What follows belongs to an exercise in optimizing a design on an open flow for small area, a short achievable clock period and few clock cycles; a production flow would make more cautious choices. At most, simulation tests tie the RTL to the original design; equivalence was not proved. The clock port is modelled as an ideal driver; clocking choices that lean on that would not hold on a real chip. Power figures rest on the tool's default switching activity, not on a simulated workload.

==> flow/design.v <==
package echoPortalPkg;
  typedef struct packed {
    logic [7:0]  wordCount;   
    logic [7:0]  method;
    logic [15:0] portal;
  } portalHeaderT;
  typedef struct packed {
    logic [7:0]                                 method;
    logic [2:0]                                 wordCount;   
    logic [4-1:0][32-1:0] words;
  } requestMsgT;
  typedef struct packed {
    logic [7:0]                                 method;
    logic [2:0]                                 wordCount;   
    logic [5-1:0][32-1:0] words;
  } indicationMsgT;
endpackage
`timescale 1ns/10ps
module echoPortalTop (
  input  logic                  CLK,
  input  logic                  RST_N,
  input  logic                  sinkBeat,
  input  logic [32-1:0] sinkData,
  input  logic                  sinkLast,
  output logic                  sinkReady,
  input  logic                  sourceBeat,
  output logic                  sourceValid,
  output logic [32-1:0] sourceData,
  output logic                  sourceLast,
  output logic                  badPortal
);
  localparam int D = 4;    
  localparam int M = 3;    
  localparam logic [1:0] C_ECHO = 2'd0, C_SWAP = 2'd1, C_SUM = 2'd2, C_ERR = 2'd3;
  localparam int SEG = 4;                   
  localparam int NS  = 32 / SEG;     
  logic          inHdr;      
  logic          pend;       
  logic [2:0]    cnt;        
  logic          curBad;     
  logic [1:0]    curCls;     
  logic [1:0]    hdrCls;
  logic          taken, keepSt, commit, endEv, push;
  logic [2:0]    pushK;
  logic [32-1:0] mem [D];
  logic [D-1:0]  wrOH;       
  logic [D-1:0]  rdOH;       
  logic [D-1:0]  occT;       
  logic          pop;
  logic [1:0]    mCls [M];
  logic [2:0]    mK   [M];
  logic [M-1:0]  mWrOH, mRdOH;
  logic [M-1:0]  mOccT;      
  logic          mPop, qPush;
  always_comb begin
    case (sinkData[23:16])
      8'h00: hdrCls = C_ECHO;
      8'h01: hdrCls = C_SWAP;
      8'h02:  hdrCls = C_SUM;
      default:      hdrCls = C_ERR;
    endcase
  end
  assign taken  = sinkBeat && sinkReady;
  assign keepSt = !inHdr && !cnt[2] && !curBad && (curCls != C_ERR);
  assign commit = taken && keepSt;
  assign endEv  = pend || (taken && sinkLast && !inHdr);
  assign push   = endEv && !curBad;
  assign pushK  = (inHdr || curCls == C_ERR) ? 3'd0 : (cnt[2] ? 3'd4 : cnt + 3'd1);
  always_ff @(posedge CLK) begin
    if (!RST_N) begin
      inHdr     <= 1'b1;
      pend      <= 1'b0;
      cnt       <= '0;
      curBad    <= 1'b0;
      curCls    <= C_ECHO;
      badPortal <= 1'b0;
    end else begin
      badPortal <= endEv && curBad;
      pend      <= taken && sinkLast && inHdr;
      if (taken) begin
        inHdr <= sinkLast;
        if (inHdr) begin
          curBad <= (sinkData[15:0] != 16'h0005);
          curCls <= hdrCls;
          cnt    <= '0;
        end else if (!cnt[2]) begin
          cnt <= cnt + 3'd1;
        end
      end
    end
  end
  always_ff @(posedge CLK) begin
    for (int i = 0; i < D; i++)
      if (wrOH[i] && !occT[D-1]) mem[i] <= sinkData;
  end
  always_ff @(posedge CLK) begin
    for (int i = 0; i < M; i++)
      if (qPush && mWrOH[i]) begin
        mCls[i] <= curCls;
        mK[i]   <= pushK;
      end
  end
  logic [D-1:0] occTNext, wrOHNext;
  logic         fullNext, nextKeep, mRoom0, mRoom1, pendGood;
  logic [M-1:0] mOccA;
  always_comb begin
    for (int i = 0; i < D; i++)
      occTNext[i] = ((i + 1 < D) ? occT[(i + 1) % D] : 1'b0)
                  | (occT[i] && (!pop || commit))
                  | (((i > 0) ? occT[(i + D - 1) % D] : 1'b1) && commit && !pop);
    wrOHNext = commit ? {wrOH[D-2:0], wrOH[D-1]} : wrOH;
    fullNext = !pop && (occT[D-1] || (occT[D-2] && commit));
    nextKeep = taken ? (!sinkLast && (inHdr || (keepSt && cnt < 3'd3))) : keepSt;
    pendGood = pend && !curBad;
    mOccA    = mPop ? {1'b0, mOccT[M-1:1]} : mOccT;
    mRoom0   = pendGood ? !mOccA[M-2] : !mOccA[M-1];
    mRoom1   = pendGood ? !mOccA[M-3] : !mOccA[M-2];
  end
  always_ff @(posedge CLK) begin
    if (!RST_N) begin
      occT      <= '0;
      wrOH      <= D'(1);
      rdOH      <= D'(1);
      mOccT     <= '0;
      mWrOH     <= M'(1);
      mRdOH     <= M'(1);
      sinkReady <= 1'b1;
    end else begin
      occT  <= occTNext;
      wrOH  <= wrOHNext;
      if (pop)   rdOH  <= {rdOH[D-2:0], rdOH[D-1]};
      if (qPush) mWrOH <= {mWrOH[M-2:0], mWrOH[M-1]};
      if (mPop)  mRdOH <= {mRdOH[M-2:0], mRdOH[M-1]};
      for (int i = 0; i < M; i++)
        mOccT[i] <= ((i + 1 < M) ? mOccT[(i + 1) % M] : 1'b0)
                  | (mOccT[i] && (!mPop || qPush))
                  | (((i > 0) ? mOccT[(i + M - 1) % M] : 1'b1) && qPush && !mPop);
      sinkReady <= ((taken && sinkLast) ? mRoom1 : mRoom0) && !(fullNext && nextKeep);
    end
  end
  logic [2:0]            oRem;      
  logic                  oSwap, oSumPend;
  logic [32-1:0] acc;
  logic [NS-1:0]         accCy;     
  logic [32-1:0] accNext, cyVec, sumFold;
  logic [NS-1:0]         accCyNext;
  logic                  adv, idleOut, load;
  logic [32-1:0] head;
  logic [1:0]            qCls, hCls;
  logic [2:0]            qK, hK;
  always_comb begin
    accCyNext = '0;
    cyVec     = '0;
    for (int j = 0; j < NS; j++) begin
      logic [SEG:0] t;
      t = {1'b0, acc[j*SEG +: SEG]} + {1'b0, head[j*SEG +: SEG]} + {{SEG{1'b0}}, (j > 0) && accCy[j]};
      accNext[j*SEG +: SEG] = t[SEG-1:0];
      if (j + 1 < NS) accCyNext[j+1] = t[SEG];
      if (j > 0) cyVec[j*SEG] = accCy[j];
    end
    sumFold = acc + cyVec;
  end
  always_comb begin
    head = '0;
    for (int i = 0; i < D; i++)
      head = head | (mem[i] & {32{rdOH[i]}});
    qCls = '0;
    qK   = '0;
    for (int i = 0; i < M; i++) begin
      qCls = qCls | (mCls[i] & {2{mRdOH[i]}});
      qK   = qK   | (mK[i]   & {3{mRdOH[i]}});
    end
  end
  assign adv     = !sourceValid || sourceBeat;
  assign idleOut = (oRem == 3'd0) && !oSumPend;
  assign hCls    = mOccT[0] ? qCls : curCls;
  assign hK      = mOccT[0] ? qK : pushK;
  assign load    = mOccT[0] || push;
  assign pop     = adv && (oRem != 3'd0);
  assign mPop    = adv && idleOut && mOccT[0];
  assign qPush   = push && !(adv && idleOut && !mOccT[0]);
  always_ff @(posedge CLK) begin
    if (!RST_N) begin
      sourceValid <= 1'b0;
      oRem        <= '0;
      oSumPend    <= 1'b0;
    end else if (adv) begin
      if (oRem != 3'd0) begin
        sourceValid <= 1'b1;
        oRem        <= oRem - 3'd1;
      end else if (oSumPend) begin
        sourceValid <= 1'b1;
        oSumPend    <= 1'b0;
      end else begin
        sourceValid <= load;
        oRem        <= load ? hK : 3'd0;
        oSumPend    <= load && (hCls == C_SUM);
      end
    end
  end
  always_ff @(posedge CLK) begin
    if (adv) begin
      if (oRem != 3'd0) begin
        sourceData <= oSwap ? {head[15:0], head[31:16]} : head;
        sourceLast <= (oRem == 3'd1) && !oSumPend;
        acc        <= accNext;
        accCy      <= accCyNext;
      end else if (oSumPend) begin
        sourceData <= sumFold;
        sourceLast <= 1'b1;
      end else begin
        sourceData <= {5'd0, hK + {2'd0, hCls == C_SUM},
                       (hCls == C_ERR) ? 8'hFF : {6'd0, hCls},
                       16'h0006};
        sourceLast <= (hK == 3'd0) && (hCls != C_SUM);
        oSwap      <= (hCls == C_SWAP);
        acc        <= '0;
        accCy      <= '0;
      end
    end
  end
endmodule
clock: 8.5 ns
lec_check: 0
cap_margin: 20
core_margin: 2
core_utilization: 40
setup_slack_margin: 5
slew_margin: 20
standard.sh (not shown) runs the stock make flow with config.mk's settings and CLKGATE_MAP_FILE= SYNTH_SCRIPT=/design/flow/synth_recipe.tcl, a recipe that flattens the netlist after the stock synthesis.
==> flow/flow/run.sh <==
#!/bin/bash
set -o pipefail
bash standard.sh SETUP_SLACK_MARGIN=5.75 \
  "BUFFER_PORTS_ARGS=-buffer_cell sky130_fd_sc_hd__buf_2" \
  "PRE_CTS_TCL=$PWD/flow/clock_tree.tcl" \
  "CTS_ARGS=-clk_nets CLK" \
  finish > standard.log 2>&1
Other scripts of this flow, unchanged in this note and not shown: flow/flow/clock_tree.tcl
Testbench counts at the start, summed over its fixed seeds: cycles 7,454.
Edit:
--- a/flow/design.v
+++ b/flow/design.v
@@ -40,16 +40,17 @@
   logic          curBad;     
   logic [1:0]    curCls;     
   logic [1:0]    hdrCls;
   logic          taken, keepSt, commit, endEv, push;
-  logic [2:0]    pushK;
+  logic [2:0]    pushK;      
+  logic [2:0]    pushKOut;   
   logic [32-1:0] mem [D];
   logic [D-1:0]  wrOH;       
   logic [D-1:0]  rdOH;       
   logic [D-1:0]  occT;       
   logic          pop;
   logic [1:0]    mCls [M];
-  logic [2:0]    mK   [M];
+  logic [2:0]    mKOut[M];   
   logic [M-1:0]  mWrOH, mRdOH;
   logic [M-1:0]  mOccT;      
   logic          mPop, qPush;
   always_comb begin
@@ -64,9 +65,10 @@
   assign keepSt = !inHdr && !cnt[2] && !curBad && (curCls != C_ERR);
   assign commit = taken && keepSt;
   assign endEv  = pend || (taken && sinkLast && !inHdr);
   assign push   = endEv && !curBad;
-  assign pushK  = (inHdr || curCls == C_ERR) ? 3'd0 : (cnt[2] ? 3'd4 : cnt + 3'd1);
+  assign pushK    = (inHdr || curCls == C_ERR) ? 3'd0 : (cnt[2] ? 3'd4 : cnt + 3'd1);
+  assign pushKOut = pushK + {2'd0, curCls == C_SUM};
   always_ff @(posedge CLK) begin
     if (!RST_N) begin
       inHdr     <= 1'b1;
       pend      <= 1'b0;
@@ -94,11 +96,11 @@
       if (wrOH[i] && !occT[D-1]) mem[i] <= sinkData;
   end
   always_ff @(posedge CLK) begin
     for (int i = 0; i < M; i++)
-      if (qPush && mWrOH[i]) begin
-        mCls[i] <= curCls;
-        mK[i]   <= pushK;
+      if (mWrOH[i] && !mOccT[M-1]) begin
+        mCls[i]  <= curCls;
+        mKOut[i] <= pushKOut;
       end
   end
   logic [D-1:0] occTNext, wrOHNext;
   logic         fullNext, nextKeep, mRoom0, mRoom1, pendGood;
@@ -132,10 +134,10 @@
       if (qPush) mWrOH <= {mWrOH[M-2:0], mWrOH[M-1]};
       if (mPop)  mRdOH <= {mRdOH[M-2:0], mRdOH[M-1]};
       for (int i = 0; i < M; i++)
         mOccT[i] <= ((i + 1 < M) ? mOccT[(i + 1) % M] : 1'b0)
-                  | (mOccT[i] && (!mPop || qPush))
-                  | (((i > 0) ? mOccT[(i + M - 1) % M] : 1'b1) && qPush && !mPop);
+                  | (mOccT[i] && !(hdrGo && mOccT[0] && !push))
+                  | (((i > 0) ? mOccT[(i + M - 1) % M] : 1'b1) && push && !hdrGo);
       sinkReady <= ((taken && sinkLast) ? mRoom1 : mRoom0) && !(fullNext && nextKeep);
     end
   end
   logic [2:0]            oRem;      
@@ -143,12 +145,12 @@
   logic [32-1:0] acc;
   logic [NS-1:0]         accCy;     
   logic [32-1:0] accNext, cyVec, sumFold;
   logic [NS-1:0]         accCyNext;
-  logic                  adv, idleOut, load;
+  logic                  adv, idleOut, load, hdrGo;
   logic [32-1:0] head;
   logic [1:0]            qCls, hCls;
-  logic [2:0]            qK, hK;
+  logic [2:0]            qKOut, qK, hK, hKOut;
   always_comb begin
     accCyNext = '0;
     cyVec     = '0;
     for (int j = 0; j < NS; j++) begin
@@ -164,56 +166,57 @@
     head = '0;
     for (int i = 0; i < D; i++)
       head = head | (mem[i] & {32{rdOH[i]}});
     qCls = '0;
-    qK   = '0;
+    qKOut = '0;
     for (int i = 0; i < M; i++) begin
-      qCls = qCls | (mCls[i] & {2{mRdOH[i]}});
-      qK   = qK   | (mK[i]   & {3{mRdOH[i]}});
+      qCls  = qCls  | (mCls[i]  & {2{mRdOH[i]}});
+      qKOut = qKOut | (mKOut[i] & {3{mRdOH[i]}});
     end
   end
   assign adv     = !sourceValid || sourceBeat;
-  assign idleOut = (oRem == 3'd0) && !oSumPend;
+  assign idleOut = !sourceValid || ((oRem == 3'd0) && !oSumPend);
+  assign qK      = qKOut - {2'd0, qCls == C_SUM};
   assign hCls    = mOccT[0] ? qCls : curCls;
   assign hK      = mOccT[0] ? qK : pushK;
+  assign hKOut   = mOccT[0] ? qKOut : pushKOut;
   assign load    = mOccT[0] || push;
-  assign pop     = adv && (oRem != 3'd0);
-  assign mPop    = adv && idleOut && mOccT[0];
-  assign qPush   = push && !(adv && idleOut && !mOccT[0]);
+  assign hdrGo   = adv && idleOut;           
+  assign pop     = adv && sourceValid && (oRem != 3'd0);
+  assign mPop    = hdrGo && mOccT[0];
+  assign qPush   = push && !(hdrGo && !mOccT[0]);
   always_ff @(posedge CLK) begin
     if (!RST_N) begin
       sourceValid <= 1'b0;
       oRem        <= '0;
       oSumPend    <= 1'b0;
     end else if (adv) begin
-      if (oRem != 3'd0) begin
+      if (!idleOut) begin
         sourceValid <= 1'b1;
-        oRem        <= oRem - 3'd1;
-      end else if (oSumPend) begin
-        sourceValid <= 1'b1;
-        oSumPend    <= 1'b0;
+        if (oRem != 3'd0) oRem <= oRem - 3'd1;
+        else              oSumPend <= 1'b0;
       end else begin
         sourceValid <= load;
-        oRem        <= load ? hK : 3'd0;
-        oSumPend    <= load && (hCls == C_SUM);
+        oRem        <= hK;
+        oSumPend    <= (hCls == C_SUM);
       end
     end
   end
   always_ff @(posedge CLK) begin
     if (adv) begin
-      if (oRem != 3'd0) begin
+      if (!idleOut && oRem != 3'd0) begin
         sourceData <= oSwap ? {head[15:0], head[31:16]} : head;
         sourceLast <= (oRem == 3'd1) && !oSumPend;
         acc        <= accNext;
         accCy      <= accCyNext;
-      end else if (oSumPend) begin
+      end else if (!idleOut) begin
         sourceData <= sumFold;
         sourceLast <= 1'b1;
       end else begin
-        sourceData <= {5'd0, hK + {2'd0, hCls == C_SUM},
+        sourceData <= {5'd0, hKOut,
                        (hCls == C_ERR) ? 8'hFF : {6'd0, hCls},
                        16'h0006};
-        sourceLast <= (hK == 3'd0) && (hCls != C_SUM);
+        sourceLast <= (hKOut == 3'd0);
         oSwap      <= (hCls == C_SWAP);
         acc        <= '0;
         accCy      <= '0;
       end
What happened: The new run ran to the end with no violations. Power is lower by 45%. Die area came out higher by 0.42%. Cell area rises by 2.3%. Synthesized area grows by 0.43%. Fmax drops by 3.4%. Clock skew barely changes. Global-route usage climbs by 0.77 points. Cell count increases by 1.0%. Setup slack got worse by 0.095 ns. First-iteration DRC count drops by 2.5%. Routed wire length went up by 4.2%. Flip-flop and latch count is unchanged.
Only the layout flow was run in the second run of this note; the RTL was not checked for function there.

-- what the ideal ports hide --
The flow's constraints put no driver on any port. The routed layouts listed below were extracted and timed again, unchanged, in two steps.
Step 1: set_driving_cell puts a clkbuf_16 on CLK and a buf_2 on each other input, an assumption about the parent block.
Step 2, shift: input delay + t, output delay - t, t = (earliest + latest rising clock arrival at the registers) / 2. This alone moves slack from input paths to output paths.
a / b / c = no drivers / after step 1 / after step 2; a / b = the first two.
run	shift t [ns]	setup WS [ns]	worst slew at a driven data input, ns
the first run	0.512	5.800 / 5.756 / 5.420	0.04
the second run	0.516	5.706 / 5.659 / 5.591	0.08
After both steps setup and hold are still met in every run listed. For the first run, which loses most, drivers alone change the setup slack by -0.044 ns; drivers and shift together by -0.380 ns.
